What follows belongs to an exercise in optimizing a design on an open flow for small area, a short achievable clock period and few clock cycles; a production flow would make more cautious choices. At most, simulation tests tie the RTL to the original design; equivalence was not proved. For runs 1, 2 and 7, only the layout was checked, not whether the RTL still works. Power figures rest on the tool's default switching activity, not on a simulated workload.

--- design/flow/design.v ---
`default_nettype none
package isa_pkg;
    localparam int xlen = 32;
    localparam int reg_idx_w = 5;
    localparam int instr_bytes = 4;
    localparam int shamt_w = 5;
endpackage
`default_nettype wire
`default_nettype none
package exu_pkg;
    localparam int dec_op_w = 4;
    typedef enum logic [0:0] {
        unit_rglr = 1'b0,
        unit_brch = 1'b1
    } exu_unit_e;
    typedef enum logic [dec_op_w-1:0] {
        rop_add   = 4'd0,
        rop_sub   = 4'd1,
        rop_and   = 4'd2,
        rop_or    = 4'd3,
        rop_xor   = 4'd4,
        rop_sll   = 4'd5,
        rop_srl   = 4'd6,
        rop_sra   = 4'd7,
        rop_slt   = 4'd8,
        rop_sltu  = 4'd9,
        rop_lui   = 4'd10,
        rop_auipc = 4'd11
    } rglr_op_e;
    typedef enum logic [2:0] {
        bop_beq  = 3'd0,
        bop_bne  = 3'd1,
        bop_blt  = 3'd2,
        bop_bge  = 3'd3,
        bop_bltu = 3'd4,
        bop_bgeu = 3'd5,
        bop_jal  = 3'd6,
        bop_jalr = 3'd7
    } brch_op_e;
    typedef enum logic [3:0] {
        alu_add   = 4'd0,
        alu_sub   = 4'd1,
        alu_and   = 4'd2,
        alu_or    = 4'd3,
        alu_xor   = 4'd4,
        alu_sll   = 4'd5,
        alu_srl   = 4'd6,
        alu_sra   = 4'd7,
        alu_slt   = 4'd8,
        alu_sltu  = 4'd9,
        alu_pass2 = 4'd10
    } alu_op_e;
endpackage
`default_nettype wire
`timescale 1ns/1ps
`default_nettype none
import isa_pkg::*;
import exu_pkg::*;
module exu_top
(
    input  wire logic                 clk,
    input  wire logic                 reset,
    input  wire logic                 dec_op_vld,
    output logic                      dec_op_rdy,
    input  wire logic                 dec_unit,
    input  wire logic [dec_op_w-1:0]  dec_op,
    input  wire logic                 dec_use_imm,
    input  wire logic [reg_idx_w-1:0] dec_rd_idx,
    input  wire logic [xlen-1:0]      dec_pc,
    input  wire logic [xlen-1:0]      dec_imm,
    input  wire logic [xlen-1:0]      rs1_rdata,
    input  wire logic [xlen-1:0]      rs2_rdata,
    output logic                      gpr_wbck_vld,
    input  wire logic                 gpr_wbck_rdy,
    output logic [reg_idx_w-1:0]      gpr_wbck_idx,
    output logic [xlen-1:0]           gpr_wbck_wdata,
    output logic                      pipe_flush_req,
    input  wire logic                 pipe_flush_ack,
    output logic [xlen-1:0]           pipe_flush_pc_op1,
    output logic [xlen-1:0]           pipe_flush_pc_op2
);
    logic            w_free;
    logic            f_free;
    logic            accept;
    logic            is_brch;
    logic            is_jump;
    logic            is_lui;
    logic            is_auipc;
    logic            sel_imm;
    logic            use_pc;
    logic            do_sub;
    logic [xlen-1:0] a;
    logic [xlen-1:0] y;
    logic [xlen-1:0] opa;
    logic [xlen-1:0] opb;
    logic [xlen-1:0] sum;
    logic [xlen-1:0] xor_res;
    logic [xlen-1:0] shf_in;
    logic [xlen-1:0] shf_out;
    logic [xlen-1:0] shf_res;
    logic            shf_fill;
    logic [shamt_w-1:0] shamt;
    logic            shf_left;
    logic            lt_s;
    logic            lt_u;
    logic            lt;
    logic            eq;
    logic            taken;
    logic            needs_w;
    logic            use_a;
    logic            sel_and;
    logic            sel_or;
    logic            sel_xor;
    logic            sel_sll;
    logic            sel_shr;
    logic            sel_slt;
    logic            sel_ltu;
    logic            sel_sum;
    logic [xlen-1:0] gen;
    logic [xlen-1:0] prp;
    logic [xlen-1:0] cry;
    logic [xlen-1:0] other;
    logic [xlen-1:0] res_c0;
    logic [xlen-1:0] res_c1;
    logic [xlen-1:0] res;
    assign w_free = !gpr_wbck_vld || gpr_wbck_rdy;
    assign f_free = !pipe_flush_req || pipe_flush_ack;
    assign dec_op_rdy = (w_free || !needs_w) && (f_free || !is_brch);
    assign accept     = dec_op_vld && dec_op_rdy;
    assign is_brch  = (dec_unit == unit_brch);
    assign is_jump  = is_brch && (dec_op[2:1] == 2'b11);
    assign is_lui   = !is_brch && (dec_op == rop_lui);
    assign is_auipc = !is_brch && (dec_op == rop_auipc);
    assign needs_w  = !is_brch || is_jump;
    assign sel_imm = !is_brch && (dec_use_imm || is_lui || is_auipc);
    assign a       = rs1_rdata;
    assign y       = sel_imm ? dec_imm : rs2_rdata;
    assign use_pc = is_auipc || is_jump;
    assign use_a  = !use_pc && !is_lui;
    assign do_sub = is_brch ? !is_jump : (dec_op == rop_sub || dec_op == rop_slt || dec_op == rop_sltu);
    assign opa    = ({xlen{use_a}} & (a ^ {xlen{do_sub}})) | ({xlen{use_pc}} & dec_pc);
    assign opb    = is_jump ? xlen'(instr_bytes) : y;
    always_comb begin
        logic [xlen-1:0] gg, pp;
        gen = opa & opb;
        prp = opa ^ opb;
        gg  = gen;
        pp  = prp;
        for (int l = 1; l < xlen; l = l * 2) begin
            for (int i = 2 * l - 1; i < xlen; i = i + 2 * l) begin
                gg[i] = gg[i] | (pp[i] & gg[i - l]);
                pp[i] = pp[i] & pp[i - l];
            end
        end
        for (int l = xlen / 4; l >= 1; l = l / 2) begin
            for (int i = 3 * l - 1; i < xlen; i = i + 2 * l) begin
                gg[i] = gg[i] | (pp[i] & gg[i - l]);
                pp[i] = pp[i] & pp[i - l];
            end
        end
        cry = {gg[xlen-2:0], 1'b0};
    end
    assign sum = prp ^ cry ^ {xlen{do_sub}};
    assign lt_s = (a[xlen-1] != y[xlen-1]) ? a[xlen-1] : sum[xlen-1];
    assign lt_u = (a[xlen-1] != y[xlen-1]) ? y[xlen-1] : sum[xlen-1];
    assign xor_res = a ^ y;
    assign eq      = (xor_res == '0);
    always_comb begin
        case (dec_op[2:1])
            2'b00:   lt = eq;
            2'b01:   lt = lt_s;
            2'b10:   lt = lt_u;
            default: lt = 1'b0;
        endcase
        taken = is_jump || (lt ^ dec_op[0]);
    end
    assign shf_left = !dec_op[1];
    assign shf_fill = dec_op[1] && dec_op[0] && a[xlen-1];
    always_comb begin
        for (int i = 0; i < xlen; i++) shf_in[i] = shf_left ? a[xlen-1-i] : a[i];
    end
    assign shamt   = dec_use_imm ? dec_imm[shamt_w-1:0] : rs2_rdata[shamt_w-1:0];
    assign shf_out = $signed({shf_fill, shf_in}) >>> shamt;
    always_comb begin
        for (int i = 0; i < xlen; i++) shf_res[i] = shf_out[xlen-1-i];
    end
    assign sel_and = !is_brch && (dec_op == rop_and);
    assign sel_or  = !is_brch && (dec_op == rop_or);
    assign sel_xor = !is_brch && (dec_op == rop_xor);
    assign sel_sll = !is_brch && (dec_op == rop_sll);
    assign sel_shr = !is_brch && (dec_op == rop_srl || dec_op == rop_sra);
    assign sel_slt = !is_brch && (dec_op == rop_slt);
    assign sel_ltu = !is_brch && (dec_op == rop_sltu);
    assign sel_sum = !(sel_and || sel_or || sel_xor || sel_sll || sel_shr || sel_slt || sel_ltu);
    assign other = ({xlen{sel_and || sel_or}}  & (a & y))
                 | ({xlen{sel_or || sel_xor}}  & xor_res)
                 | ({xlen{sel_sll}} & shf_res)
                 | ({xlen{sel_shr}} & shf_out)
                 | xlen'((sel_slt && lt_s) || (sel_ltu && lt_u));
    assign res_c0 = sel_sum ? (prp ^ {xlen{do_sub}}) : other;
    assign res_c1 = sel_sum ? ~(prp ^ {xlen{do_sub}}) : other;
    always_comb begin
        for (int i = 0; i < xlen; i++) res[i] = cry[i] ? res_c1[i] : res_c0[i];
    end
    always_ff @(posedge clk) begin
        if (reset) begin
            gpr_wbck_vld <= 1'b0;
        end else if (w_free) begin
            gpr_wbck_vld <= accept && needs_w;
        end
    end
    always_ff @(posedge clk) begin
        if (w_free) begin
            gpr_wbck_idx   <= dec_rd_idx;
            gpr_wbck_wdata <= res;
        end
    end
    always_ff @(posedge clk) begin
        if (reset) begin
            pipe_flush_req <= 1'b0;
        end else if (f_free) begin
            pipe_flush_req <= accept && is_brch && taken;
        end
    end
    always_ff @(posedge clk) begin
        if (f_free) begin
            pipe_flush_pc_op1 <= (dec_op[0] && is_jump) ? a : dec_pc;
            pipe_flush_pc_op2 <= dec_imm;
        end
    end
endmodule
`default_nettype wire
--- design/flow/flow/run.sh ---
#!/bin/bash
# Standard ORFS layout, with the port buffers made from the smallest plain buffer.
set -euo pipefail
export BUFFER_PORTS_ARGS="-buffer_cell sky130_fd_sc_hd__buf_1"
bash standard.sh > standard_flow.log 2>&1
--- design/flow/standard.sh ---
#!/bin/bash
# synth_recipe.tcl (not shown) runs the flow's synth.tcl, then flattens the netlist and writes it again
# the make line also repeats each setting of config.mk as NAME=value (left out here)
make -C /OpenROAD-flow-scripts/flow DESIGN_CONFIG=/design/flow/config.mk WORK_HOME=/design/flow/orfs CLKGATE_MAP_FILE= SYNTH_SCRIPT=/design/flow/synth_recipe.tcl "${@:-finish}"
--- design/flow/config.mk ---
export PLATFORM = sky130hd
export DESIGN_NAME = exu_top
export DESIGN_NICKNAME = exu_top
export VERILOG_FILES = /design/flow/design.v
export SDC_FILE = /design/flow/constraint.sdc
export NUM_CORES = 4
export LEC_CHECK = 0
export CAP_MARGIN = 40
export CORE_MARGIN = 2
export CORE_UTILIZATION = 40
export CTS_BUF_LIST = sky130_fd_sc_hd__clkbuf_8
export SETUP_SLACK_MARGIN = 4.5
export SLEW_MARGIN = 40
export TNS_END_PERCENT = 0
--- design/flow/constraint.sdc ---
create_clock -name core_clock -period 9.0 [get_ports {clk}]
set_input_delay 1.8000 -clock core_clock [delete_from_list [all_inputs] [get_ports {clk}]]
set_output_delay 1.8000 -clock core_clock [all_outputs]
set_load 0.01 [all_outputs]
==> flow_summary_export.csv, run 1 <==
group,metric,value,unit
status,status,"finished clean",
place,hpwl,28400,um
sta,period_share,55.5,%
sta,finClkSkew,11.3,ps
synthesis,ys.flop_type,"edfxtp_1",
floorplanning,rows,57,
power_and_ir_drop,p_clk_share,15.9,%
clocking,clock_sink_count,103,
worst_setup_path,required,9140,ps
finish,layout_commonest_cell,"buf_1",
floorplanning,die_x,162,um
sta,setup_tns,0,ps
routing,drt_first_pass_iters,8,
hold_path,hold_class,"reg -> reg",
finish,layout_common_cells,"buf_1 (241), edfxtp_1 (101), nor2_1 (72)",
place,port_buffers,247,
routing,finalWirelength,38400,um
hold_path,min-delay-start,"pipe_flush_req$_SDFFE_PP0P_",
worst_setup_path,critical_path.max_fanout,11,
finish,finalNonFillerCells,1549,
finish,num-nets-final,1427,
clocking,cts-root-buf,"clkbuf_8",
routing,dr_total_vias,9479,
worst_setup_path,cp_slowest_cell,"o21ai_1",
synthesis,synth_edf_count,101,
synthesis,syn_area,9950,um^2
synthesis,ys_seq_area_share,30.9,%
floorplanning,placeableCoreArea,24400,um^2
synthesis,syn_area_per_cell,10.2,um^2
worst_setup_path,crit_path_max_incr_delay,370,ps
grt,grtUsageMet3,7.71,%
clocking,clkLatencyLatePin,410,ps
worst_setup_path,critPathCaptureType,"flip-flop",
routing,wire_per_inst,24.8,um
grt,grt.met2_usage,42.5,%
finish,final.fill_count,2247,
clocking,clk_pin_slew,120,ps
worst_setup_path,critPathKind,"in -> reg",
sta,max_freq,0.200,GHz
grt,grt_usage,28.8,%
synthesis,postSynthCellCount,975,
power_and_ir_drop,seq_power_share,31.9,%
grt,grt_antenna_before_repair,0,
finish,drive_above_1_share,22.7,%
routing,routed_via_density,6.12,
place,gp_congestion,1.03,
grt,grt_overflow_total,0,
power_and_ir_drop,combPwrFrac,52.2,%
grt,grt_max_degree,41,
worst_setup_path,crit_path_start_kind,"primary input",
power_and_ir_drop,leakage,4.62,nW
floorplanning,ios,248,
finish,regArea,3070,um^2
clocking,cts-htree-levels,3,
sta,finalHoldViolCount,0,
worst_setup_path,reg2reg_from,"pipe_flush_req$_SDFFE_PP0P_",
synthesis,yosys_warnings,1,
finish,n_antenna_cell,0,
sta,setup_violations,0,
worst_setup_path,worst-endpoint-arrival,5140,ps
power_and_ir_drop,power.density,168,nW/um^2
synthesis,async_flop_share,0,%
finish,multi_input_area,7120,um^2
routing,drt_iter0_drc,1104,
sta,slew_viol_final,0,
sta,worstMarginPinSlew,822,ps
worst_setup_path,crit_family,"compound AO/OA/AOI/OAI gates",
routing,drtAntennaViolNets,0,
place,dp.cells,1494,
grt,grt_pass1_wl,56800,um
clocking,cts_buffers,9,
synthesis,synth_cell_type_count,62,
synthesis,ys_seq_elements,103,
grt,top_usage_layer,"met2",
power_and_ir_drop,switching_share,41.5,%
grt,grt_pass1_vias,8971,
grt,grt_use_met1,41.2,%
sta,max_slew_margin,44.0,%
sta,timing.final.crit_period,5000,ps
power_and_ir_drop,p_sw,869,uW
clocking,cts_max_path_buffers,2,
worst_setup_path,crit_path_start,"dec_op[1]",
job,drv_cap,0,
power_and_ir_drop,power.internal,1.23,mW
clocking,cts_tree,"yes",
synthesis,syn_nets,1182,
floorplanning,start_util,40.8,%
floorplanning,die_area,26200,um^2
routing,drcViolationCount,0,
floorplanning,die_y,162,um
power_and_ir_drop,ir_drop,0.0717,mV
worst_setup_path,path_buf_inv,5,
worst_setup_path,crit_path_cell_trace,"clkbuf_8 > buf_12 > inv_16 > o21ai_1 > a21oi_2 > a21oi_4 > buf_4 > clkbuf_16 > xnor2_1 > a22o_1 > ha_4 > nand2_1 > o21ai_1 > a32oi_4 > nand2_2 > a21oi_2 > o21bai_1 > a21oi_1 > xnor2_1 > o21ai_0",
sta,grt_setup_unrepaired,"yes",
finish,synthToLayoutAreaGrowth,25.3,%
path summary, 6_finish.rpt:
path | end | slack (ps) | cells past startpoint
max reg2reg | pipe_flush_req$_SDFFE_PP0P_ | 6880 | 6
max | gpr_wbck_wdata[19]$_DFFE_PP_ | 4000 | 20
min reg2reg | gpr_wbck_vld$_SDFFE_PP0P_ | 860 | 4
min | gpr_wbck_vld$_SDFFE_PP0P_ | 860 | 4
synthesized netlist by cell type (all sizes together), types with 2 or more instances:
library cell / instances / area share, %
buf: 24 / 1.3
o221ai: 5 / 0.44
dfxtp: 2 / 0.40
mux2i: 47 / 5.0
or2: 2 / 0.13
xnor2: 73 / 6.4
o221a: 6 / 0.68
nand3: 12 / 0.60
nor2: 77 / 2.9
a211o: 3 / 0.26
mux2: 71 / 8.0
edfxtp: 101 / 30
a21boi: 3 / 0.23
mux4: 33 / 7.5
clkbuf: 45 / 1.7
o21ai: 47 / 2.4
a21o: 10 / 0.75
nand4: 6 / 0.38
a31oi: 5 / 0.31
a221o: 3 / 0.30
o211ai: 16 / 1.2
inv: 14 / 0.53
nand2b: 6 / 0.38
o31ai: 2 / 0.15
nand2: 47 / 1.8
or3: 5 / 0.31
o21bai: 9 / 0.68
nor4: 10 / 0.63
a221oi: 15 / 1.3
and2: 2 / 0.13
xor2: 20 / 1.8
nor2b: 31 / 1.9
a21oi: 63 / 3.2
a222oi: 11 / 1.1
a22oi: 15 / 1.1
nor3: 11 / 0.55
ha: 63 / 7.9
and4: 4 / 0.35
a211oi: 8 / 0.60
nand4b: 2 / 0.18
a22o: 31 / 2.7
and3: 3 / 0.19
layer usage:
| layer | vias up | share of wire (%) |
|---|---|---|
| met3 | 68 | 11 |
| met2 | 567 | 43 |
| li1 | 4276 | - |
| met4 | 0 | 3.0 |
| met5 | - | 0 |
| met1 | 4568 | 43 |
worst reg2reg max path, delay by kind of cell (launching register included):
family          cells  cell delay (ps)
compound gates      2              270
buf+inv             2             1090
flops               1              330
simple gates        2              310
cells by family after synthesis:
kind of cell | after synthesis | share of synthesized area (%)
simple gates | 220 | 10.6
fa+ha+maj | 63 | 7.92
flops | 103 | 30.9
compound gates | 262 | 18.4
mux | 151 | 20.5
buf+inv | 83 | 3.53
xor+xnor | 93 | 8.19
power groups by stage:
| stage | combinational [mW] | sequential, mW | clock (mW) |
|---|---|---|---|
| floorplan | 0.569 | 0.718 | 0 |
| global placement | 0.923 | 0.678 | 0 |
| detailed placement | 0.923 | 0.678 | 0 |
| CTS | 1.02 | 0.667 | 0.339 |
| global route | 1.16 | 0.677 | 0.353 |
| finish | 1.09 | 0.667 | 0.334 |
repair_timing:
| action | CTS | global route |
|---|---|---|
| buffers inserted | 22 | 11 |
| cloned | 5 | 1 |
| setup endpoints to repair | 34 | 33 |
| hold buffers | 0 | 0 |
| pin swaps | 46 | 26 |
| gates resized for setup | 106 | 19 |
registers in the layout (all words and copies together) (netlist names):
| name | flops |
|---|---|
| gpr_wbck_wdata | 32 |
| pipe_flush_pc_op1 | 32 |
| gpr_wbck_idx | 5 |
| pipe_flush_req | 1 |
| gpr_wbck_vld | 1 |
| pipe_flush_pc_op2 | 32 |
per-stage QoR:
stage / total power [mW] / util [%] / instance area, um^2 / hold slack (ps) / setup slack [ps]
4_1_cts: 2.03 / 50.2 / 12200 / 864 / 4040
5_1_grt: 2.19 / 51.1 / 12500 / 969 / 3910
2_1_floorplan: 1.29 / - / 10200 / 818 / 4090
6_report: 2.09 / 51.1 / 12500 / 864 / 4000
3_5_place_dp: 1.60 / 46.3 / 11300 / 862 / 2350
3_3_place_gp: 1.60 / 46.2 / 11300 / 863 / 2420
final cells by class:
type                       count  share of cell area, %
clock inverter                 7                  0.712
timing repair buffer         301                   12.7
tap                          324                   3.25
inverter                      14                  0.552
clock buffer                   9                  0.993
sequential                   103                   24.6
multi-input combinational    790                   57.1
timing repair inverter         1                 0.0702
==> run 2: changes to the inputs <==
--- a/design/flow/design.v
+++ b/design/flow/design.v
@@ -109,4 +109,8 @@
     logic            needs_w;
     logic            use_a;
+    logic            a_pos;
+    logic            a_neg;
+    logic            y_imm;
+    logic            y_rs2;
     logic            sel_and;
     logic            sel_or;
@@ -135,10 +139,17 @@
     assign sel_imm = !is_brch && (dec_use_imm || is_lui || is_auipc);
     assign a       = rs1_rdata;
-    assign y       = sel_imm ? dec_imm : rs2_rdata;
+    assign y_imm   = sel_imm && !is_jump;
+    assign y_rs2   = !sel_imm && !is_jump;
+    always_comb begin
+        y = ({xlen{y_imm}} & dec_imm) | ({xlen{y_rs2}} & rs2_rdata);
+        y[2] = y[2] | is_jump;
+    end
     assign use_pc = is_auipc || is_jump;
     assign use_a  = !use_pc && !is_lui;
     assign do_sub = is_brch ? !is_jump : (dec_op == rop_sub || dec_op == rop_slt || dec_op == rop_sltu);
-    assign opa    = ({xlen{use_a}} & (a ^ {xlen{do_sub}})) | ({xlen{use_pc}} & dec_pc);
-    assign opb    = is_jump ? xlen'(instr_bytes) : y;
+    assign a_pos  = use_a && !do_sub;
+    assign a_neg  = use_a && do_sub;
+    assign opa    = ({xlen{a_pos}} & a) | ({xlen{a_neg}} & ~a) | ({xlen{use_pc}} & dec_pc);
+    assign opb    = y;
     always_comb begin
         logic [xlen-1:0] gg, pp;
--- a/design/flow/config.mk
+++ b/design/flow/config.mk
@@ -6,9 +6,9 @@
 export NUM_CORES = 4
 export LEC_CHECK = 0
-export CAP_MARGIN = 40
+export ABC_AREA = 1
+export CAP_MARGIN = 20
 export CORE_MARGIN = 2
 export CORE_UTILIZATION = 40
-export CTS_BUF_LIST = sky130_fd_sc_hd__clkbuf_8
 export SETUP_SLACK_MARGIN = 4.5
-export SLEW_MARGIN = 40
+export SLEW_MARGIN = 20
 export TNS_END_PERCENT = 0
==> run 2 against run 1 <==
- register-to-register slack improved by 590 ps
- area after synthesis shrank 3.7%
- wire length up 8.3%
- setup slack better by 130 ps
- largest power group unchanged
- non-clock buffer count rose by 16
- final cell count is 23% higher
- via count rose by 14%
- critical path depth is 2 lower
- total power down 4.6%
- sequential share of layout area rose by 0.65 points
==> flow_summary_export.csv, run 2 <==
group,metric,value,unit
finish,regArea,3070,um^2
worst_setup_path,critical_path.max_fanout,12,
grt,grt_antenna_before_repair,0,
synthesis,synthTopCellsByArea,"edfxtp_1 (32%), nand2_1 (13%), ha_1 (8.2%)",
synthesis,syn_area_per_cell,7.23,um^2
grt,grt_pass1_vias,10300,
finish,layout_commonest_cell,"nand2_1",
routing,routed_via_density,5.70,
sta,finClkSkew,9.03,ps
hold_path,whs_path_depth,3,
finish,num-nets-final,1785,
power_and_ir_drop,ir_drop,0.0799,mV
routing,wire_per_inst,21.9,um
clocking,cts_buffers,9,
place,port_buffers,247,
clocking,clkLatencyLatePin,360,ps
floorplanning,die_x,159,um
worst_setup_path,cp_slowest_cell,"or3_1",
synthesis,ys_seq_elements,103,
sta,max_slew_margin,22.0,%
routing,drtAntennaViolNets,0,
worst_setup_path,crit_path_cell_trace,"buf_4 > inv_2 > nand2_2 > nor2_4 > a21oi_4 > buf_12 > buf_12 > bufbuf_16 > o21ai_1 > ha_1 > or2_2 > nor3_2 > nand4_1 > or3_1 > nand3_1 > nand2_1 > nand3_1 > a21oi_1",
job,drv_cap,0,
sta,setup_tns,0,ps
worst_setup_path,r2r-end,"pipe_flush_req$_SDFFE_PP0P_",
synthesis,yosysTopAreaCellShare,31.6,%
clocking,clk_pin_slew,70,ps
hold_path,min-delay-start,"pipe_flush_req$_SDFFE_PP0P_",
finish,reg_top3,"gpr_wbck_wdata x32, pipe_flush_pc_op1 x32, pipe_flush_pc_op2 x32",
sta,timing.final.crit_period,4860,ps
sta,slew_viol_final,0,
floorplanning,placeableCoreArea,23500,um^2
routing,drcViolationCount,0,
synthesis,yosysTopAreaCell,"edfxtp_1",
finish,layout_common_cells,"nand2_1 (316), buf_1 (243), o21ai_1 (131)",
synthesis,synth_common_cells,"nand2_1 (342), inv_1 (126), o21ai_1 (118)",
sta,finalHoldViolCount,0,
synthesis,ys_seq_area_share,32.1,%
routing,finalWirelength,41600,um
synthesis,synth_edf_count,101,
worst_setup_path,critPathCaptureType,"flip-flop",
floorplanning,die_area,25200,um^2
finish,synthToLayoutAreaGrowth,26.7,%
worst_setup_path,crit_family,"simple AND/OR/NAND/NOR gates",
worst_setup_path,crit_path_start_kind,"primary input",
power_and_ir_drop,power.density,165,nW/um^2
finish,multi_input_area,6090,um^2
place,gp_congestion,0.996,
synthesis,async_flop_share,0,%
sta,worstMarginPinSlew,1170,ps
sta,period_share,54.0,%
finish,n_antenna_cell,0,
finish,final_core_util,51.8,%
hold_path,whs_endpoint,"pipe_flush_req$_SDFFE_PP0P_",
grt,grt_overflow_total,0,
clocking,cts-root-buf,"clkbuf_16",
clocking,cts-hold-fix-buffers,0,
hold_path,hold_class,"reg -> reg",
routing,drt_iter0_drc,999,
floorplanning,start_util,40.8,%
power_and_ir_drop,leakage,5.22,nW
sta,max_freq,0.206,GHz
clocking,clock_sink_count,103,
synthesis,synth_most_common_cell,"nand2_1",
worst_setup_path,required,9240,ps
finish,drive_above_1_share,12.6,%
sta,setup_violations,0,
worst_setup_path,reg2reg_depth,7,
floorplanning,rows,56,
clocking,cts_max_path_buffers,2,
status,status,"finished clean",
grt,grt_pass1_wl,62200,um
grt,grt_max_degree,67,
synthesis,postSynthCellCount,1325,
worst_setup_path,reg2reg_from,"gpr_wbck_vld$_SDFFE_PP0P_",
synthesis,syn_area,9590,um^2
finish,final.fill_count,2377,
clocking,cts-htree-levels,3,
worst_setup_path,worst-endpoint-arrival,5100,ps
synthesis,synth_cell_type_count,51,
sta,grt_setup_unrepaired,"yes",
place,hpwl,30300,um
worst_setup_path,path_buf_inv,5,
floorplanning,ios,248,
worst_setup_path,regToRegSetupSlack,7470,ps
grt,grt_usage,32.4,%
synthesis,syn_nets,1532,
synthesis,yosys_warnings,1,
routing,drt_first_pass_iters,8,
clocking,cts_tree,"yes",
synthesis,ys.flop_type,"edfxtp_1",
worst_setup_path,crit_path_max_incr_delay,460,ps
worst_setup_path,critPathKind,"in -> reg",
routing,dr_total_vias,10800,
floorplanning,die_y,159,um
## run 2: cell type report
cell class	instances	area share, %
clock inverter	7	0.453
timing repair inverter	1	0.0721
clock buffer	9	1.85
sequential	103	25.3
timing repair buffer	317	14.4
tap	319	3.29
multi-input combinational	1006	50.1
inverter	140	4.51
## run 2: layer usage
metal	vias up	track usage (%)	part of all wire, %
met5	-	0	0
met4	0	21.3	7.4
met3	141	4.65	6.3
met2	526	55.3	48
met1	5080	38.0	39
li1	5092	-	-
## run 2: kinds of logic after synthesis
family,after synthesis,share of synthesized area [%]
simple gates,490,20.8
fa+ha+maj,63,8.22
xor+xnor,55,5.03
mux,6,0.627
flops,103,32.1
compound gates,390,24.3
buf+inv,218,8.98
## run 2: worst reg2reg max path, delay by kind of cell (launching register included)
| kind | cells | cell delay [ps] |
|---|---|---|
| flops | 1 | 330 |
| compound gates | 2 | 330 |
| buf+inv | 1 | 110 |
| simple gates | 4 | 690 |
## run 2: power by group
| group | total, mW | internal (mW) | switching [mW] |
|---|---|---|---|
| clock network | 0.387 | 0.192 | 0.196 |
| registers | 0.653 | 0.630 | 0.0231 |
| logic | 0.958 | 0.343 | 0.615 |
| total | 2.00 | 1.16 | 0.834 |
## run 2: worst max-delay path by stage
stage,endpoint,startpoint,slack [ps],depth (start not counted)
2_1_floorplan,gpr_wbck_wdata[0]$_DFFE_PP_,dec_op[1],4220,30
3_3_place_gp,pipe_flush_req$_SDFFE_PP0P_,dec_op[1],2500,36
3_5_place_dp,pipe_flush_req$_SDFFE_PP0P_,dec_op[1],2420,36
4_1_cts,gpr_wbck_wdata[0]$_DFFE_PP_,dec_op[1],4240,32
5_1_grt,pipe_flush_req$_SDFFE_PP0P_,dec_op[1],4000,35
6_report,pipe_flush_req$_SDFFE_PP0P_,dec_op[2],4140,18
## run 2: stage by stage
stage / power [mW] / hold slack (ps) / setup WS, ps / std cells / instance area [um^2]
2_1_floorplan: 1.19 / 1090 / 4220 / 1325 / 9670
3_3_place_gp: 1.48 / 1050 / 2500 / 1830 / 10800
3_5_place_dp: 1.48 / 1050 / 2420 / 1830 / 10800
4_1_cts: 1.96 / 896 / 4240 / 1891 / 11900
5_1_grt: 2.10 / 891 / 4000 / 1902 / 12100
6_report: 2.00 / 830 / 4140 / 1902 / 12100
## run 2: timing repair
action,CTS,global route
setup buffers,36,11
setup endpoints to repair,34,30
pin swaps,33,33
gates cloned,9,0
resized for setup,104,26
==> run 3: changes to the inputs <==
--- a/design/flow/design.v
+++ b/design/flow/design.v
@@ -158,14 +158,10 @@
         gg  = gen;
         pp  = prp;
-        for (int l = 1; l < xlen; l = l * 2) begin
-            for (int i = 2 * l - 1; i < xlen; i = i + 2 * l) begin
-                gg[i] = gg[i] | (pp[i] & gg[i - l]);
-                pp[i] = pp[i] & pp[i - l];
-            end
-        end
-        for (int l = xlen / 4; l >= 1; l = l / 2) begin
-            for (int i = 3 * l - 1; i < xlen; i = i + 2 * l) begin
-                gg[i] = gg[i] | (pp[i] & gg[i - l]);
-                pp[i] = pp[i] & pp[i - l];
+        for (int l = 0; l < 5; l++) begin
+            for (int i = 0; i < xlen; i++) begin
+                if (((i >> l) & 1) == 1) begin
+                    gg[i] = gg[i] | (pp[i] & gg[((i >> l) << l) - 1]);
+                    pp[i] = pp[i] & pp[((i >> l) << l) - 1];
+                end
             end
         end
--- a/design/flow/config.mk
+++ b/design/flow/config.mk
@@ -6,8 +6,8 @@
 export NUM_CORES = 4
 export LEC_CHECK = 0
-export ABC_AREA = 1
 export CAP_MARGIN = 20
 export CORE_MARGIN = 2
 export CORE_UTILIZATION = 40
+export CTS_BUF_LIST = sky130_fd_sc_hd__clkbuf_8
 export SETUP_SLACK_MARGIN = 4.5
 export SLEW_MARGIN = 20
==> run 3 against run 2 <==
- setup slack worse by 20 ps
- core utilization grew 0.15 points
- die area increased by 3.8%
- sequential share of layout area is 1.0 points lower
- still clean
- final cell count decreased by 13%
==> flow_summary_export.csv, run 3 <==
group,metric,value,unit
sta,timing.final.crit_period,4880,ps
place,hpwl,31200,um
finish,final.fill_count,2313,
floorplanning,start_util,40.8,%
synthesis,yosysTopAreaCell,"edfxtp_1",
synthesis,synthTopCellsByArea,"edfxtp_1 (30%), mux2i_1 (8.0%), ha_1 (7.9%)",
hold_path,whs_path_depth,3,
synthesis,syn_area_per_cell,9.35,um^2
grt,grt_pass1_wl,62600,um
place,gp_congestion,0.968,
routing,drtAntennaViolNets,0,
sta,max_slew_margin,33.3,%
synthesis,ys_seq_area_share,30.9,%
grt,grt_antenna_before_repair,0,
synthesis,async_flop_share,0,%
worst_setup_path,cp_slowest_cell,"a2111oi_0",
worst_setup_path,worst-endpoint-arrival,5040,ps
worst_setup_path,critical_path.max_fanout,7,
power_and_ir_drop,power.density,161,nW/um^2
routing,routed_via_density,6.41,
synthesis,syn_area,9960,um^2
sta,finalHoldViolCount,0,
finish,reg_top3,"gpr_wbck_wdata x32, pipe_flush_pc_op1 x32, pipe_flush_pc_op2 x32",
power_and_ir_drop,leakage,4.81,nW
clocking,clock_sink_count,103,
sta,period_share,54.3,%
routing,drcViolationCount,0,
sta,grt_setup_unrepaired,"yes",
worst_setup_path,critPathCaptureType,"flip-flop",
sta,max_freq,0.205,GHz
synthesis,yosys_warnings,1,
clocking,clkLatencyLatePin,410,ps
grt,grt_pass1_vias,9685,
power_and_ir_drop,ir_drop,0.0857,mV
sta,setup_violations,0,
worst_setup_path,reg2reg_from,"gpr_wbck_vld$_SDFFE_PP0P_",
clocking,cts_tree,"yes",
finish,n_antenna_cell,0,
worst_setup_path,worst_path_most_repeated_cell,"mux2i_1",
routing,dr_total_vias,10600,
synthesis,synth_cell_type_count,68,
floorplanning,placeableCoreArea,24400,um^2
clocking,cts-hold-fix-buffers,0,
synthesis,yosysTopAreaCellShare,30.5,%
routing,drt_first_pass_iters,8,
hold_path,hold_class,"reg -> reg",
clocking,cts_max_path_buffers,2,
sta,finClkSkew,4.83,ps
synthesis,postSynthCellCount,1065,
worst_setup_path,required,9160,ps
floorplanning,die_y,162,um
finish,layout_common_cells,"buf_1 (241), nand2_1 (135), edfxtp_1 (101)",
floorplanning,ios,248,
synthesis,ys_seq_elements,103,
synthesis,synth_common_cells,"nand2_1 (136), edfxtp_1 (101), o21ai_0 (99)",
clocking,cts-root-buf,"clkbuf_8",
floorplanning,die_area,26200,um^2
grt,grt_overflow_total,0,
finish,synthToLayoutAreaGrowth,27.2,%
grt,grt_max_degree,60,
finish,num-nets-final,1538,
grt,grt_usage,32.2,%
synthesis,synth_edf_count,101,
clocking,cts_buffers,9,
sta,setup_slack,4120,ps
routing,wire_per_inst,26.8,um
finish,layout_commonest_cell,"buf_1",
worst_setup_path,crit_path_cell_trace,"buf_6 > buf_12 > buf_4 > mux2i_1 > mux2i_1 > a2111oi_0 > a21o_1 > a221oi_2 > a222oi_1 > o31a_1 > o21ai_0",
worst_setup_path,regToRegSetupSlack,7230,ps
worst_setup_path,crit_path_max_incr_delay,730,ps
hold_path,min-delay-start,"pipe_flush_req$_SDFFE_PP0P_",
worst_setup_path,critPathKind,"in -> reg",
clocking,clk_pin_slew,110,ps
place,dpl_worst_slack,2220,ps
routing,drt_iter0_drc,1345,
worst_setup_path,r2r-end,"pipe_flush_req$_SDFFE_PP0P_",
clocking,cts-htree-levels,3,
worst_setup_path,reg2reg_depth,7,
hold_path,whs_endpoint,"pipe_flush_req$_SDFFE_PP0P_",
sta,worstMarginPinSlew,1000,ps
status,status,"finished clean",
job,drv_cap,0,
sta,slew_viol_final,0,
routing,finalWirelength,44400,um
synthesis,synth_most_common_cell,"nand2_1",
synthesis,ys.flop_type,"edfxtp_1",
floorplanning,rows,57,
sta,setup_tns,0,ps
floorplanning,die_x,162,um
finish,drive_above_1_share,18.4,%
place,port_buffers,247,
synthesis,syn_nets,1272,
worst_setup_path,crit_path_start_kind,"primary input",
## run 3: changes by cell type after synthesis, moves of 22 or more
cell     previous run  this run
nand2_1           342       136
mux2_2              0        45
a21oi_1            41        63
nand3_1            59        25
o21ai_1           118         0
xnor2_1            18        54
inv_1             126         8
mux2i_1             6        80
xor2_1             37         8
## run 3: cells by family (layout without fill, tap and decap cells)
group | Yosys count | count (layout) | synth area share [%]
flip-flops | 103 | 103 | 30.9
buffers and inverters | 85 | 348 | 3.76
adder cells (fa/ha/maj) | 63 | 63 | 7.92
XOR/XNOR | 62 | 62 | 5.45
AO/OA/AOI/OAI | 337 | 338 | 22.7
multiplexers | 143 | 144 | 17.0
AND/OR/NAND/NOR | 272 | 277 | 12.3
## run 3: layout make-up
cell class,count,area [um^2],share of cell area (%)
sequential,103,3070,24.3
clock inverter,6,75.1,0.593
multi-input combinational,884,7090,56.0
tap,324,405,3.20
timing repair buffer,325,1860,14.7
inverter,8,30.0,0.237
clock buffer,9,124,0.978
## run 3: repair_timing
action                     in CTS  in global routing
setup endpoints to repair      34                 33
resized for setup              70                 67
setup buffers                  31                 23
pin swaps                      20                 26
gates cloned                    9                  3
## run 3: worst max path at each step
stage               from                            to  slack (ps)  cells past startpoint
2_1_floorplan  dec_op[1]  gpr_wbck_wdata[11]$_DFFE_PP_        4030                     18
3_3_place_gp   dec_op[1]  gpr_wbck_wdata[22]$_DFFE_PP_        2310                     15
3_5_place_dp   dec_op[1]  gpr_wbck_wdata[22]$_DFFE_PP_        2220                     15
4_1_cts        dec_op[1]  gpr_wbck_wdata[11]$_DFFE_PP_        4190                     18
5_1_grt        dec_op[1]  gpr_wbck_wdata[29]$_DFFE_PP_        4110                     20
6_report       dec_op[1]  gpr_wbck_wdata[21]$_DFFE_PP_        4120                     11
## run 3: stage by stage
step	instance area, um^2	utilization [%]	instances	hold WS, ps	total power, mW
after global placement	11200	45.9	1578	731	1.54
final	12700	51.9	1659	750	2.03
after floorplan	10100	-	1065	794	1.24
after global routing	12700	51.9	1659	793	2.11
after detailed placement	11200	45.9	1578	729	1.54
after CTS	12100	49.7	1633	753	1.95
## run 3: where the power goes
group	internal, mW	total, mW	switching [mW]
Sequential	0.632	0.660	0.0280
Combinational	0.409	1.05	0.637
Clock	0.132	0.327	0.196
Total	1.17	2.03	0.861
## run 3: critical path: cells and delay by family
kind	cells	cell delay, ps
AOI/OAI and AO/OA	6	2050
buffers and inverters	3	410
muxes	2	760
## run 3: layer usage
layer	GRT usage [%]	share of wire (%)	vias up	routed length (um)
met4	12.1	4.0	0	1770
li1	-	-	4688	-
met5	0	0	-	0
met2	46.6	43	694	19000
met1	45.6	41	5158	18300
met3	9.19	12	102	5340
Testbench counts of run 3, summed over its fixed seeds: cycles 17,772.
==> run 4: changes to the inputs <==
--- a/design/flow/config.mk
+++ b/design/flow/config.mk
@@ -6,8 +6,8 @@
 export NUM_CORES = 4
 export LEC_CHECK = 0
+export ABC_AREA = 1
 export CAP_MARGIN = 20
 export CORE_MARGIN = 2
 export CORE_UTILIZATION = 40
-export CTS_BUF_LIST = sky130_fd_sc_hd__clkbuf_8
 export SETUP_SLACK_MARGIN = 4.5
 export SLEW_MARGIN = 20
==> run 4 against run 3 <==
- sequential share of layout area grew 0.84 points
- critical path type unchanged
- flip-flop and latch count is the same
- register-to-register slack gained 310 ps
- via count is essentially flat
- global-route usage shrank 0.11 points
- largest cell class unchanged
- count of clock-buffer cells in the layout is the same
- cell area shrank 3.4%
- still clean on timing, DRC and antenna
- fmax grew 6.3%
- non-clock buffer count shrank 15
==> flow_summary_export.csv, run 4 <==
group,metric,value,unit
status,status,"finished clean",
hold_path,min-delay-start,"gpr_wbck_vld$_SDFFE_PP0P_",
clocking,clkLatencyLatePin,370,ps
sta,finalHoldViolCount,0,
worst_setup_path,required,9120,ps
synthesis,synth_most_common_cell,"nand2_1",
synthesis,yosysTopAreaCellShare,31.4,%
synthesis,ys_seq_area_share,31.8,%
synthesis,synth_simple_gate_area_share,23.6,%
finish,n_antenna_cell,0,
sta,grt_setup_unrepaired,"yes",
job,drv_cap,0,
routing,drt_iter0_drc,1045,
clocking,clk_pin_slew,80,ps
hold_path,whs_path_depth,2,
synthesis,synthMuxAreaShare,1.55,%
power_and_ir_drop,power.internal,1.19,mW
worst_setup_path,reg2reg_from,"pipe_flush_req$_SDFFE_PP0P_",
synthesis,ys.flop_type,"edfxtp_1",
floorplanning,rows,56,
grt,grt_max_degree,67,
finish,fin_area,12200,um^2
finish,synthToLayoutAreaGrowth,26.6,%
sta,worstMarginPinSlew,1040,ps
place,hpwl,32300,um
synthesis,postSynthCellCount,1294,
worst_setup_path,reg2reg_depth,6,
place,port_buffers,247,
grt,grtUsageMet3,5.97,%
power_and_ir_drop,seq_power_share,32.7,%
sta,setup_tns,0,ps
finish,layout_common_cells,"nand2_1 (353), buf_1 (241), o21ai_0 (123)",
synthesis,synth_xor_area_share,4.98,%
clocking,cts_buffers,9,
worst_setup_path,critPathKind,"in -> reg",
power_and_ir_drop,ir_drop,0.0917,mV
grt,grt_antenna_before_repair,1,
worst_setup_path,critPathCaptureType,"flip-flop",
synthesis,synthAdderAreaFrac,8.15,%
finish,num-nets-final,1753,
synthesis,ys_seq_elements,103,
synthesis,synth_compound_area_share,22.6,%
routing,drt_first_pass_iters,8,
grt,grt_pass1_vias,9599,
synthesis,synth_cell_type_count,54,
power_and_ir_drop,leakage,5.03,nW
synthesis,yosysTopAreaCell,"edfxtp_1",
clocking,cts_tree,"yes",
worst_setup_path,crit_path_start_kind,"primary input",
synthesis,synth_edf_count,101,
worst_setup_path,worst-endpoint-arrival,4710,ps
floorplanning,die_x,159,um
place,placed_cell_area,10800,um^2
floorplanning,start_util,40.9,%
finish,drive_above_1_share,12.7,%
finish,final.fill_count,2400,
sta,slew_viol_final,0,
clocking,cts-root-buf,"clkbuf_16",
worst_setup_path,regToRegSetupSlack,7540,ps
synthesis,syn_nets,1501,
grt,grt.met2_usage,52.0,%
hold_path,hold_class,"reg -> reg",
place,gp_congestion,1.01,
synthesis,syn_area_per_cell,7.47,um^2
finish,final_core_util,51.8,%
grt,grt_overflow_total,0,
power_and_ir_drop,power.density,167,nW/um^2
floorplanning,die_area,25400,um^2
power_and_ir_drop,switching_share,41.6,%
routing,routed_via_density,5.70,
floorplanning,ios,248,
synthesis,synthTopCellsByArea,"edfxtp_1 (31%), nand2_1 (15%), ha_1 (8.2%)",
grt,top_usage_layer,"met2",
floorplanning,placeableCoreArea,23600,um^2
floorplanning,die_y,159,um
power_and_ir_drop,p_sw,848,uW
sta,hold_ws,837,ps
synthesis,synth_top_family_by_area,"simple AND/OR/NAND/NOR gates",
grt,grt_pass1_wl,60900,um
sta,max_slew_margin,30.3,%
routing,wire_per_inst,22.7,um
grt,grt_usage,32.1,%
synthesis,async_flop_share,0,%
clocking,cts_max_path_buffers,2,
routing,dr_total_vias,10700,
clocking,cts-hold-fix-buffers,0,
worst_setup_path,r2r-end,"gpr_wbck_vld$_SDFFE_PP0P_",
synthesis,syn_area,9670,um^2
sta,period_share,51.0,%
sta,setup_violations,0,
power_and_ir_drop,combPwrFrac,47.0,%
power_and_ir_drop,p_clk_share,20.4,%
routing,drcViolationCount,0,
routing,finalWirelength,42500,um
sta,finClkSkew,11.7,ps
sta,max_freq,0.218,GHz
finish,reg_top3,"gpr_wbck_wdata x32, pipe_flush_pc_op1 x32, pipe_flush_pc_op2 x32",
finish,layout_commonest_cell,"nand2_1",
synthesis,synth_common_cells,"nand2_1 (375), o21ai_0 (130), edfxtp_1 (101)",
hold_path,whs_endpoint,"gpr_wbck_wdata[24]$_DFFE_PP_",
clocking,cts-htree-levels,3,
routing,drtAntennaViolNets,0,
synthesis,yosys_warnings,1,
grt,grt_use_met1,41.1,%
clocking,clock_sink_count,103,
worst_setup_path,critical_path.max_fanout,7,
sta,timing.final.crit_period,4590,ps
run 4: cell count changes in the layout (fill, tap and decap cells not counted), moves of 37 or more:
| cell | delta |
|---|---|
| o21ai_0 | +59 |
| nand3_1 | +52 |
| nand2_1 | +218 |
| mux2_2 | -37 |
| mux2i_1 | -72 |
| inv_1 | +77 |
run 4: worst max-delay path: stages:
cell and delay (ps):
buf_16 110, buf_12 130, inv_8 60, nor2_4 40, nand2_4 120, nand2_8 70, nor2_4 160, buf_12 170
clkinvlp_4 190, o21ai_4 240, ha_4 250, a21oi_4 170, nand2_4 90, nand2_2 90, nand2_4 80, nand2_4 90
nand2_8 80, nand2_1 70, nand3_1 60, nand2_1 90, nand2_1 70, nand2_1 80, nand2_2 70, nand2_1 60
o21ai_0 90, nor2_1 110, o21ai_1 60
run 4: cell type report:
| type | instances | area [um^2] | share of cell area, % |
|---|---|---|---|
| Clock inverter | 5 | 58.8 | 0.481 |
| Timing Repair inverter | 1 | 5.00 | 0.0409 |
| Multi-Input combinational cell | 1025 | 6440 | 52.6 |
| Inverter | 96 | 378 | 3.09 |
| Tap cell | 319 | 399 | 3.26 |
| Sequential cell | 103 | 3070 | 25.1 |
| Timing Repair Buffer | 310 | 1660 | 13.5 |
| Clock buffer | 9 | 225 | 1.84 |
run 4: power groups by stage:
stage	sequential, mW	clock, mW	combinational, mW
global route	0.671	0.437	1.04
floorplan	0.711	0	0.487
CTS	0.667	0.422	0.875
global placement	0.678	0	0.820
detailed placement	0.677	0	0.818
finish	0.666	0.416	0.958
run 4: worst max-delay path by stage:
| stage | end | from | slack [ps] |
|---|---|---|---|
| floorplan | gpr_wbck_wdata[29]$_DFFE_PP_ | dec_op[1] | 4230 |
| global placement | gpr_wbck_wdata[29]$_DFFE_PP_ | dec_op[1] | 2680 |
| detailed placement | gpr_wbck_wdata[29]$_DFFE_PP_ | dec_op[1] | 2510 |
| CTS | pipe_flush_req$_SDFFE_PP0P_ | dec_op[1] | 4230 |
| global route | pipe_flush_req$_SDFFE_PP0P_ | dec_op[1] | 4250 |
| finish | gpr_wbck_wdata[0]$_DFFE_PP_ | dec_op[1] | 4410 |
run 4: cells by family (layout without fill, tap and decap cells):
group                      count (synthesis)  after routing
and+or+nand+nor                          542            545
xor gates and xnor gates                  55             55
AOI/OAI and AO/OA                        348            348
DFF                                      103            103
adders and majority gates                 63             63
buffers and inverters                    169            421
muxes                                     14             14
run 4: repair_timing:
action | in CTS | in global routing
cloned | 6 | 2
pin swaps | 14 | 33
endpoints found under the setup margin | 34 | 34
setup buffers | 20 | 26
resized for setup | 58 | 74
run 4: metal layers:
layer,vias to the layer above,routed length [um]
met1,4934,17000
met2,558,19600
li1,5054,-
met3,104,3620
met4,0,2250
met5,-,0
run 4: per-stage QoR:
step                total power [mW]  setup WS, ps  std cells
finish                          2.04          4410       1868
global route                    2.14          4250       1868
CTS                             1.96          4230       1840
detailed placement              1.50          2510       1800
global placement                1.50          2680       1800
floorplan                       1.20          4230       1294
==> run 5: changes to the inputs <==
--- a/design/flow/config.mk
+++ b/design/flow/config.mk
@@ -10,5 +10,5 @@
 export CORE_MARGIN = 2
 export CORE_UTILIZATION = 40
-export SETUP_SLACK_MARGIN = 4.5
+export SETUP_SLACK_MARGIN = 5.0
 export SLEW_MARGIN = 20
 export TNS_END_PERCENT = 0
==> run 5 against run 4 <==
- first-iteration DRC count up 12%
- hold slack worse by 4.2 ps
- non-clock buffer count up 19
- setup slack better by 46 ps
- largest cell class unchanged
==> flow_summary_export.csv, run 5 <==
group,metric,value,unit
floorplanning,placeableCoreArea,23600,um^2
finish,synthToLayoutAreaGrowth,29.8,%
place,dpl_worst_slack,2440,ps
sta,finalHoldViolCount,0,
routing,wire_per_inst,23.4,um
worst_setup_path,worst_path_most_repeated_cell,"nand2_2",
worst_setup_path,regToRegSetupSlack,7480,ps
worst_setup_path,r2r-end,"pipe_flush_pc_op2[13]$_DFFE_PP_",
synthesis,synth_edf_count,101,
finish,drive_above_1_share,15.5,%
finish,fin_area,12500,um^2
finish,layout_commonest_cell,"nand2_1",
floorplanning,die_y,159,um
power_and_ir_drop,power,2.08,mW
worst_setup_path,reg2reg_depth,2,
worst_setup_path,worst-endpoint-arrival,4670,ps
sta,setup_violations,0,
sta,setup_slack,4450,ps
hold_path,whs_path_depth,2,
routing,met1_length,17000,um
grt,grt_usage,33.9,%
synthesis,async_flop_share,0,%
worst_setup_path,critical_path.endpoint,"gpr_wbck_wdata[0]$_DFFE_PP_",
worst_setup_path,crit_path_start_kind,"primary input",
worst_setup_path,cp_slowest_cell,"ha_1",
synthesis,syn_area,9670,um^2
routing,drtAntennaViolNets,0,
sta,setup_tns,0,ps
synthesis,postSynthCellCount,1294,
place,dp.cells,1798,
finish,final.fill_count,2337,
power_and_ir_drop,ir_drop,0.126,mV
grt,grt_pass1_wl,64300,um
finish,reg_top3,"gpr_wbck_wdata x32, pipe_flush_pc_op1 x32, pipe_flush_pc_op2 x32",
synthesis,yosys_warnings,1,
routing,wl_met2,20100,um
clocking,cts-root-buf,"clkbuf_16",
power_and_ir_drop,leakage,5.15,nW
clocking,clock_sink_count,103,
synthesis,synthTopCellsByArea,"edfxtp_1 (31%), nand2_1 (15%), ha_1 (8.2%)",
routing,routed_via_density,5.84,
clocking,cts_max_path_buffers,2,
synthesis,syn_nets,1501,
routing,drcViolationCount,0,
worst_setup_path,crit_path_start,"dec_op[3]",
place,hpwl,32100,um
sta,finClkSkew,17.0,ps
synthesis,synth_most_common_cell,"nand2_1",
worst_setup_path,required,9120,ps
floorplanning,ios,248,
clocking,cts-hold-fix-buffers,0,
routing,dr_total_vias,11000,
finish,finalNonFillerCells,1891,
sta,worstMarginPinSlew,1030,ps
worst_setup_path,reg2reg_from,"pipe_flush_req$_SDFFE_PP0P_",
sta,max_freq,0.220,GHz
worst_setup_path,critPathKind,"in -> reg",
clocking,cts_buffers,9,
clocking,cts-htree-levels,3,
synthesis,yosysTopAreaCell,"edfxtp_1",
hold_path,hold_class,"reg -> reg",
sta,slew_viol_final,0,
synthesis,yosysTopAreaCellShare,31.4,%
grt,grt_max_degree,66,
finish,layout_common_cells,"nand2_1 (340), buf_1 (240), o21ai_0 (117)",
clocking,cts_tree,"yes",
finish,num-nets-final,1774,
floorplanning,start_util,40.9,%
floorplanning,rows,56,
power_and_ir_drop,power.density,166,nW/um^2
grt,grt_overflow_total,0,
sta,max_slew_margin,31.3,%
job,drv_cap,0,
routing,finalWirelength,44200,um
finish,n_antenna_cell,0,
grt,grt_pass1_vias,10400,
floorplanning,die_x,159,um
clocking,clk_pin_slew,90,ps
sta,period_share,50.5,%
routing,wl_met3,4240,um
sta,timing.final.crit_period,4550,ps
status,status,"finished clean",
synthesis,synth_cell_type_count,54,
routing,drt_iter0_drc,1175,
worst_setup_path,critical_path.max_fanout,7,
grt,grt_antenna_before_repair,0,
worst_setup_path,crit_path_max_incr_delay,330,ps
synthesis,ys_seq_area_share,31.8,%
floorplanning,die_area,25400,um^2
sta,grt_setup_unrepaired,"yes",
synthesis,ys_seq_elements,103,
routing,topRoutingLayerUsed,"met4",
place,gp_congestion,0.999,
clocking,clkLatencyLatePin,370,ps
routing,drt_first_pass_iters,7,
synthesis,syn_area_per_cell,7.47,um^2
synthesis,ys.flop_type,"edfxtp_1",
place,port_buffers,247,
place,placed_cell_area,10800,um^2
synthesis,synth_common_cells,"nand2_1 (375), o21ai_0 (130), edfxtp_1 (101)",
worst_setup_path,critPathCaptureType,"flip-flop",
## run 5: what timing repair did
item	CTS	global route
setup endpoints to repair	34	34
gates cloned	11	0
endpoints found under the hold margin	0	0
buffers inserted	53	13
gates resized for setup	114	37
pin swaps	57	41
## run 5: how the worst min path moves through the flow
stage / from / end / slack [ps]
global placement: pipe_flush_req$_SDFFE_PP0P_ / gpr_wbck_vld$_SDFFE_PP0P_ / 880
CTS: gpr_wbck_vld$_SDFFE_PP0P_ / gpr_wbck_wdata[1]$_DFFE_PP_ / 850
global route: gpr_wbck_vld$_SDFFE_PP0P_ / gpr_wbck_wdata[1]$_DFFE_PP_ / 880
floorplan: pipe_flush_req$_SDFFE_PP0P_ / pipe_flush_req$_SDFFE_PP0P_ / 990
finish: gpr_wbck_vld$_SDFFE_PP0P_ / gpr_wbck_wdata[1]$_DFFE_PP_ / 830
detailed placement: pipe_flush_req$_SDFFE_PP0P_ / pipe_flush_req$_SDFFE_PP0P_ / 880
## run 5: logic make-up after synthesis
family | Yosys count | synth area share (%)
and+or+nand+nor | 542 | 23.6
AOI/OAI and AO/OA | 348 | 22.6
buffers and inverters | 169 | 7.30
DFF | 103 | 31.8
adders and majority gates | 63 | 8.15
xor gates and xnor gates | 55 | 4.98
muxes | 14 | 1.55
## run 5: final cells by class
class / count / area (um^2) / area share (%)
clock buffers: 9 / 225 / 1.80
clock inverters: 7 / 71.3 / 0.568
inverters: 96 / 380 / 3.03
multi-input cells: 1027 / 6560 / 52.2
flip-flops and latches: 103 / 3070 / 24.5
well taps: 319 / 399 / 3.18
repair buffers: 329 / 1840 / 14.6
repair inverters: 1 / 5.00 / 0.0399
## run 5: per-stage QoR
| stage | hold WS [ps] | utilization [%] |
|---|---|---|
| 3_3_place_gp | 881 | 45.9 |
| 3_5_place_dp | 883 | 45.9 |
| 5_1_grt | 883 | 53.1 |
| 6_report | 832 | 53.1 |
| 2_1_floorplan | 991 | - |
| 4_1_cts | 846 | 52.2 |
## run 5: metal layers
layer / GRT usage [%] / vias up
li1: - / 5114
met1: 43.0 / 5105
met2: 54.4 / 682
met3: 5.94 / 146
met4: 19.6 / 0
met5: 0 / -
## run 5: power breakdown
group / leakage (nW) / switching, mW / internal, mW
sequential: 1.09 / 0.0473 / 0.632
combinational: 3.91 / 0.614 / 0.368
clock: 0.146 / 0.223 / 0.198
## run 5: critical path, delay by kind of cell
kind	cells	cell delay, ps
compound gates	3	350
simple gates	20	1810
fa+ha+maj	1	330
buf+inv	3	360
==> run 6: changes to the inputs <==
--- a/design/flow/config.mk
+++ b/design/flow/config.mk
@@ -7,8 +7,8 @@
 export LEC_CHECK = 0
 export ABC_AREA = 1
-export CAP_MARGIN = 20
+export CAP_MARGIN = 40
 export CORE_MARGIN = 2
 export CORE_UTILIZATION = 40
-export SETUP_SLACK_MARGIN = 5.0
-export SLEW_MARGIN = 20
+export SETUP_SLACK_MARGIN = 4.5
+export SLEW_MARGIN = 40
 export TNS_END_PERCENT = 0
==> run 6 against run 5 <==
- still clean
- global-route usage fell by 1.1 points
- flip-flop and latch count did not move
- critical path depth fell by 2
- cell area fell by 1.5%
- clock skew fell by 7.5 ps
- first-iteration DRC count fell by 5.4%
- clock power fell by 4%
==> flow_summary_export.csv, run 6 <==
group,metric,value,unit
finish,layout_common_cells,"nand2_1 (349), buf_1 (242), o21ai_0 (120)",
floorplanning,placeableCoreArea,23600,um^2
worst_setup_path,reg2reg_from,"gpr_wbck_vld$_SDFFE_PP0P_",
finish,reg_top3,"gpr_wbck_wdata x32, pipe_flush_pc_op1 x32, pipe_flush_pc_op2 x32",
floorplanning,die_y,159,um
routing,finalWirelength,42700,um
finish,drive_above_1_share,13.2,%
clocking,cts-htree-levels,3,
routing,routed_via_density,5.69,
sta,setup_tns,0,ps
worst_setup_path,cp.depth,25,
finish,num-nets-final,1752,
finish,final.fill_count,2375,
routing,drt_iter0_drc,1112,
synthesis,ys.flop_type,"edfxtp_1",
clocking,clk_pin_slew,80,ps
sta,worstMarginPinSlew,770,ps
power_and_ir_drop,power,2.04,mW
power_and_ir_drop,leakage,5.08,nW
synthesis,ys_seq_elements,103,
job,drv_cap,0,
grt,grt_max_degree,67,
synthesis,yosysTopAreaCell,"edfxtp_1",
synthesis,syn_nets,1501,
power_and_ir_drop,power.density,165,nW/um^2
sta,hold_ws,806,ps
sta,timing.final.crit_period,4660,ps
status,status,"finished clean",
sta,finalHoldViolCount,0,
worst_setup_path,r2r-end,"gpr_wbck_vld$_SDFFE_PP0P_",
floorplanning,ios,248,
routing,wire_per_inst,22.8,um
worst_setup_path,worst_path_most_repeated_cell,"nand2_4",
synthesis,synth_most_common_cell,"nand2_1",
clocking,cts_max_path_buffers,2,
floorplanning,start_util,40.9,%
sta,slew_viol_final,0,
clocking,cts_tree,"yes",
worst_setup_path,crit_path_start,"dec_op[1]",
synthesis,postSynthCellCount,1294,
grt,grt_overflow_total,0,
hold_path,hold_class,"reg -> reg",
hold_path,whs_path_depth,3,
worst_setup_path,reg2reg_depth,6,
clocking,cts-hold-fix-buffers,0,
worst_setup_path,critPathKind,"in -> reg",
synthesis,async_flop_share,0,%
place,gp_congestion,1.01,
synthesis,ys_seq_area_share,31.8,%
floorplanning,die_x,159,um
sta,max_freq,0.215,GHz
floorplanning,rows,56,
grt,grt_pass1_wl,62000,um
hold_path,min-delay-start,"pipe_flush_req$_SDFFE_PP0P_",
synthesis,synth_cell_type_count,54,
sta,finClkSkew,9.47,ps
grt,grt_antenna_before_repair,2,
worst_setup_path,critPathCaptureType,"flip-flop",
place,hpwl,32400,um
sta,grt_setup_unrepaired,"yes",
worst_setup_path,critical_path.max_fanout,6,
routing,drtAntennaViolNets,0,
worst_setup_path,crit_path_start_kind,"primary input",
worst_setup_path,crit_family,"simple AND/OR/NAND/NOR gates",
worst_setup_path,worst-endpoint-arrival,4750,ps
synthesis,yosysTopAreaCellShare,31.4,%
worst_setup_path,path_buf_inv,7,
place,port_buffers,247,
routing,drcViolationCount,0,
floorplanning,die_area,25400,um^2
synthesis,synth_common_cells,"nand2_1 (375), o21ai_0 (130), edfxtp_1 (101)",
hold_path,whs_endpoint,"pipe_flush_req$_SDFFE_PP0P_",
grt,grt_usage,32.7,%
synthesis,syn_area,9670,um^2
worst_setup_path,crit_path_max_incr_delay,230,ps
synthesis,syn_area_per_cell,7.47,um^2
grt,grt_pass1_vias,9859,
clocking,clock_sink_count,103,
sta,period_share,51.8,%
routing,drt_first_pass_iters,7,
synthesis,yosys_warnings,1,
synthesis,synth_edf_count,101,
synthesis,synthTopCellsByArea,"edfxtp_1 (31%), nand2_1 (15%), ha_1 (8.2%)",
clocking,cts_buffers,9,
sta,max_slew_margin,48.1,%
finish,layout_commonest_cell,"nand2_1",
clocking,clkLatencyLatePin,370,ps
finish,synthToLayoutAreaGrowth,27.9,%
worst_setup_path,regToRegSetupSlack,7630,ps
clocking,cts-root-buf,"clkbuf_16",
power_and_ir_drop,ir_drop,0.0953,mV
sta,setup_violations,0,
routing,dr_total_vias,10600,
worst_setup_path,required,9090,ps
worst_setup_path,cp_slowest_cell,"ha_4",
==> run 6: cell counts after synthesis <==
Identical to the previous run, type by type.
==> run 6: worst max-delay path by stage <==
stage	endpoint	slack (ps)
global placement	gpr_wbck_wdata[29]$_DFFE_PP_	2680
global route	pipe_flush_req$_SDFFE_PP0P_	4210
CTS	gpr_wbck_wdata[0]$_DFFE_PP_	4450
detailed placement	gpr_wbck_wdata[29]$_DFFE_PP_	2510
finish	gpr_wbck_wdata[17]$_DFFE_PP_	4340
floorplan	gpr_wbck_wdata[29]$_DFFE_PP_	4230
==> run 6: timing repair <==
action / CTS / global route
pin swaps: 31 / 35
gates resized for setup: 96 / 48
cloned: 7 / 0
setup buffers: 35 / 10
setup endpoints to repair: 34 / 27
==> run 6: logic make-up (layout without fill, tap and decap cells) <==
group                      count (synthesis)  after routing  share of synthesized area, %
AOI/OAI and AO/OA                        348            348                          22.6
xor gates and xnor gates                  55             55                          4.98
adders and majority gates                 63             63                          8.15
buffers and inverters                    169            422                          7.30
DFF                                      103            103                          31.8
muxes                                     14             14                          1.55
other                                      0              2                             0
and+or+nand+nor                          542            545                          23.6
==> run 6: routing by layer <==
metal,global-route usage (%),routed length [um],vias to the layer above
li1,-,-,5065
met1,41.3,17100,4957
met2,53.1,19800,519
met3,6.72,3590,103
met4,16.9,2290,0
met5,0,0,-
==> run 6: stage by stage <==
step	instances	setup WS, ps	utilization (%)	area, um^2
after detailed placement	1801	2510	45.8	10800
after global placement	1800	2680	45.7	10800
after floorplan	1294	4230	-	9680
final	1871	4340	52.3	12400
after CTS	1859	4450	51.0	12000
after global routing	1869	4210	52.3	12400
==> run 6: worst register-to-register path, stage by stage, from the launching register on <==
cell and delay (ps):
dfxtp_1 320, nand2_2 80, buf_8 280, o22ai_1 170, inv_1 110, nand3_1 80
a21oi_1 220
==> run 6: cell type report <==
cell class,count,area (um^2),share of cell area (%)
Tap cell,319,399,3.23
Timing Repair Buffer,310,1670,13.5
Multi-Input combinational cell,1025,6560,53.1
Sequential cell,103,3070,24.9
Clock buffer,9,225,1.82
Clock inverter,7,53.8,0.435
Antenna cell,2,5.00,0.0405
Inverter,96,374,3.03
==> run 6: power breakdown <==
group,switching [mW],internal (mW),total [mW]
Clock,0.211,0.192,0.403
Combinational,0.619,0.354,0.974
Sequential,0.0350,0.631,0.666
Total,0.865,1.18,2.04
==> run 7: changes to the inputs <==
--- a/design/flow/design.v
+++ b/design/flow/design.v
@@ -95,5 +95,4 @@
     logic [xlen-1:0] opb;
     logic [xlen-1:0] sum;
-    logic [xlen-1:0] xor_res;
     logic [xlen-1:0] shf_in;
     logic [xlen-1:0] shf_out;
@@ -171,6 +170,5 @@
     assign lt_s = (a[xlen-1] != y[xlen-1]) ? a[xlen-1] : sum[xlen-1];
     assign lt_u = (a[xlen-1] != y[xlen-1]) ? y[xlen-1] : sum[xlen-1];
-    assign xor_res = a ^ y;
-    assign eq      = (xor_res == '0);
+    assign eq      = (prp == '1);
     always_comb begin
         case (dec_op[2:1])
@@ -200,6 +198,6 @@
     assign sel_ltu = !is_brch && (dec_op == rop_sltu);
     assign sel_sum = !(sel_and || sel_or || sel_xor || sel_sll || sel_shr || sel_slt || sel_ltu);
-    assign other = ({xlen{sel_and || sel_or}}  & (a & y))
-                 | ({xlen{sel_or || sel_xor}}  & xor_res)
+    assign other = ({xlen{sel_and || sel_or}}  & gen)
+                 | ({xlen{sel_or || sel_xor}}  & prp)
                  | ({xlen{sel_sll}} & shf_res)
                  | ({xlen{sel_shr}} & shf_out)
--- a/design/flow/config.mk
+++ b/design/flow/config.mk
@@ -7,8 +7,8 @@
 export LEC_CHECK = 0
 export ABC_AREA = 1
-export CAP_MARGIN = 40
+export CAP_MARGIN = 20
 export CORE_MARGIN = 2
 export CORE_UTILIZATION = 40
 export SETUP_SLACK_MARGIN = 4.5
-export SLEW_MARGIN = 40
+export SLEW_MARGIN = 20
 export TNS_END_PERCENT = 0
==> run 7 against run 6 <==
- clock power up 1%
- clock skew grew 6.5 ps
- synthesized cell count rose by 3.2%
==> flow_summary_export.csv, run 7 <==
group,metric,value,unit
finish,drive_above_1_share,13.5,%
routing,drt_first_pass_iters,5,
grt,grt_pass1_vias,10200,
synthesis,synthTopCellsByArea,"edfxtp_1 (32%), nand2_1 (16%), nand3_1 (9.3%)",
synthesis,postSynthCellCount,1335,
status,status,"finished clean",
floorplanning,rows,55,
floorplanning,die_y,157,um
sta,finClkSkew,15.9,ps
sta,setup_violations,0,
grt,grt_pass1_wl,61100,um
floorplanning,die_area,24600,um^2
worst_setup_path,worst-endpoint-arrival,4800,ps
finish,layout_commonest_cell,"nand2_1",
worst_setup_path,critical_path.max_fanout,7,
clocking,cts-root-buf,"clkbuf_16",
worst_setup_path,critPathKind,"in -> reg",
place,gp_congestion,0.945,
finish,num-nets-final,1769,
clocking,cts-hold-fix-buffers,0,
grt,grt_antenna_before_repair,0,
sta,grt_setup_unrepaired,"yes",
routing,wire_per_inst,22.0,um
synthesis,syn_area_per_cell,7.00,um^2
grt,grt_max_degree,63,
synthesis,syn_area,9350,um^2
worst_setup_path,crit_path_start,"dec_op[1]",
synthesis,async_flop_share,0,%
hold_path,min-delay-start,"gpr_wbck_vld$_SDFFE_PP0P_",
sta,timing.final.crit_period,4690,ps
finish,reg_top3,"gpr_wbck_wdata x32, pipe_flush_pc_op1 x32, pipe_flush_pc_op2 x32",
hold_path,hold_class,"reg -> reg",
synthesis,syn_nets,1511,
sta,finalHoldViolCount,0,
synthesis,yosysTopAreaCellShare,32.4,%
synthesis,synth_edf_count,101,
sta,max_freq,0.213,GHz
worst_setup_path,required,9100,ps
synthesis,synth_common_cells,"nand2_1 (386), nand3_1 (173), o21ai_0 (115)",
grt,grt_usage,33.6,%
finish,finalNonFillerCells,1912,
place,port_buffers,247,
grt,grt_overflow_total,0,
worst_setup_path,critPathCaptureType,"flip-flop",
power_and_ir_drop,power.density,168,nW/um^2
finish,layout_common_cells,"nand2_1 (356), buf_1 (240), nand3_1 (169)",
synthesis,synth_cell_type_count,41,
finish,final.fill_count,2266,
sta,max_slew_margin,30.4,%
clocking,cts_max_path_buffers,2,
sta,slew_viol_final,0,
clocking,cts_tree,"yes",
floorplanning,die_x,157,um
place,dp.cells,1824,
floorplanning,ios,248,
clocking,clk_pin_slew,70,ps
floorplanning,start_util,41.0,%
power_and_ir_drop,ir_drop,0.0926,mV
worst_setup_path,reg2reg_from,"pipe_flush_req$_SDFFE_PP0P_",
clocking,clock_sink_count,103,
sta,setup_tns,0,ps
power_and_ir_drop,leakage,4.95,nW
synthesis,ys_seq_area_share,32.9,%
worst_setup_path,crit_path_start_kind,"primary input",
routing,drt_iter0_drc,1070,
routing,finalWirelength,42000,um
routing,routed_via_density,5.69,
job,drv_cap,0,
sta,period_share,52.2,%
routing,drcViolationCount,0,
synthesis,yosys_warnings,1,
-- run 7: cells by family after synthesis --
group / share of synthesized area [%]
muxes: 0.669
adders and majority gates: 4.28
DFF: 32.9
AOI/OAI and AO/OA: 18.8
and+or+nand+nor: 29.6
buffers and inverters: 8.45
xor gates and xnor gates: 5.34
-- run 7: routing by layer --
layer	part of all wire [%]	vias up	track usage [%]
met4	5.0	0	16.1
met5	0	-	0
met2	47	597	55.9
li1	-	5151	-
met1	39	5019	42.1
met3	8.9	115	6.01
-- run 7: worst paths after layout --
check / slack, ps / depth (start not counted) / endpoint
hold / removal: 910 / 5 / gpr_wbck_vld$_SDFFE_PP0P_
setup reg to reg: 7230 / 7 / pipe_flush_req$_SDFFE_PP0P_
setup / recovery: 4310 / 22 / gpr_wbck_wdata[26]$_DFFE_PP_
hold reg to reg: 910 / 5 / gpr_wbck_vld$_SDFFE_PP0P_
-- run 7: report_power, final --
group | switching (mW) | internal [mW]
sequential | 0.0279 | 0.633
combinational | 0.600 | 0.344
clock | 0.214 | 0.195
total | 0.841 | 1.17
-- run 7: critical path, stage by stage --
cell,delay [ps]
clkbuf_16,110
buf_12,120
nand3_4,130
nand2_4,120
nand2_4,70
clkinvlp_4,120
o311ai_4,120
buf_6,170
buf_16,140
o211ai_1,300
ha_1,310
nand2_2,80
nor2_2,40
buf_4,130
a21oi_4,150
nand2_4,120
a21oi_4,220
buf_4,150
o21bai_1,70
xor2_1,150
nand2_1,70
nand4_1,100
-- run 7: layout make-up --
type	count	area (um^2)	area share, %
multi-input cells	1047	5990	50.1
flip-flops and latches	103	3070	25.7
repair buffers	326	1790	15.0
inverters	105	412	3.44
well taps	313	392	3.27
clock buffers	9	225	1.88
clock inverters	7	66.3	0.555
repair inverters	1	7.51	0.0628
diodes	1	2.50	0.0209
-- run 7: what timing repair did --
item                       CTS  global route
gates cloned                 9             1
setup endpoints to repair   34            34
setup buffers               45            16
hold endpoints to repair     0             0
pin swaps                   49            37
gates resized for setup     94            52
-- run 7: metrics by stage --
step / util (%) / hold WS (ps) / setup slack (ps) / total power [mW] / area, um^2
after floorplan: - / 759 / 4260 / 1.19 / 9400
after global placement: 45.7 / 731 / 2360 / 1.46 / 10400
after detailed placement: 45.7 / 754 / 2280 / 1.46 / 10400
after CTS: 51.0 / 778 / 4450 / 1.95 / 11600
after global routing: 52.5 / 892 / 4180 / 2.11 / 12000
final: 52.5 / 911 / 4310 / 2.01 / 12000

Check on run 7: ideal ports give 4.306 ns setup slack; a clkbuf_16 on the clock port and buf_2 on the inputs give 4.255 ns; moving port delays by the midpoint clock arrival (0.411 ns) as well gives 3.878 ns.
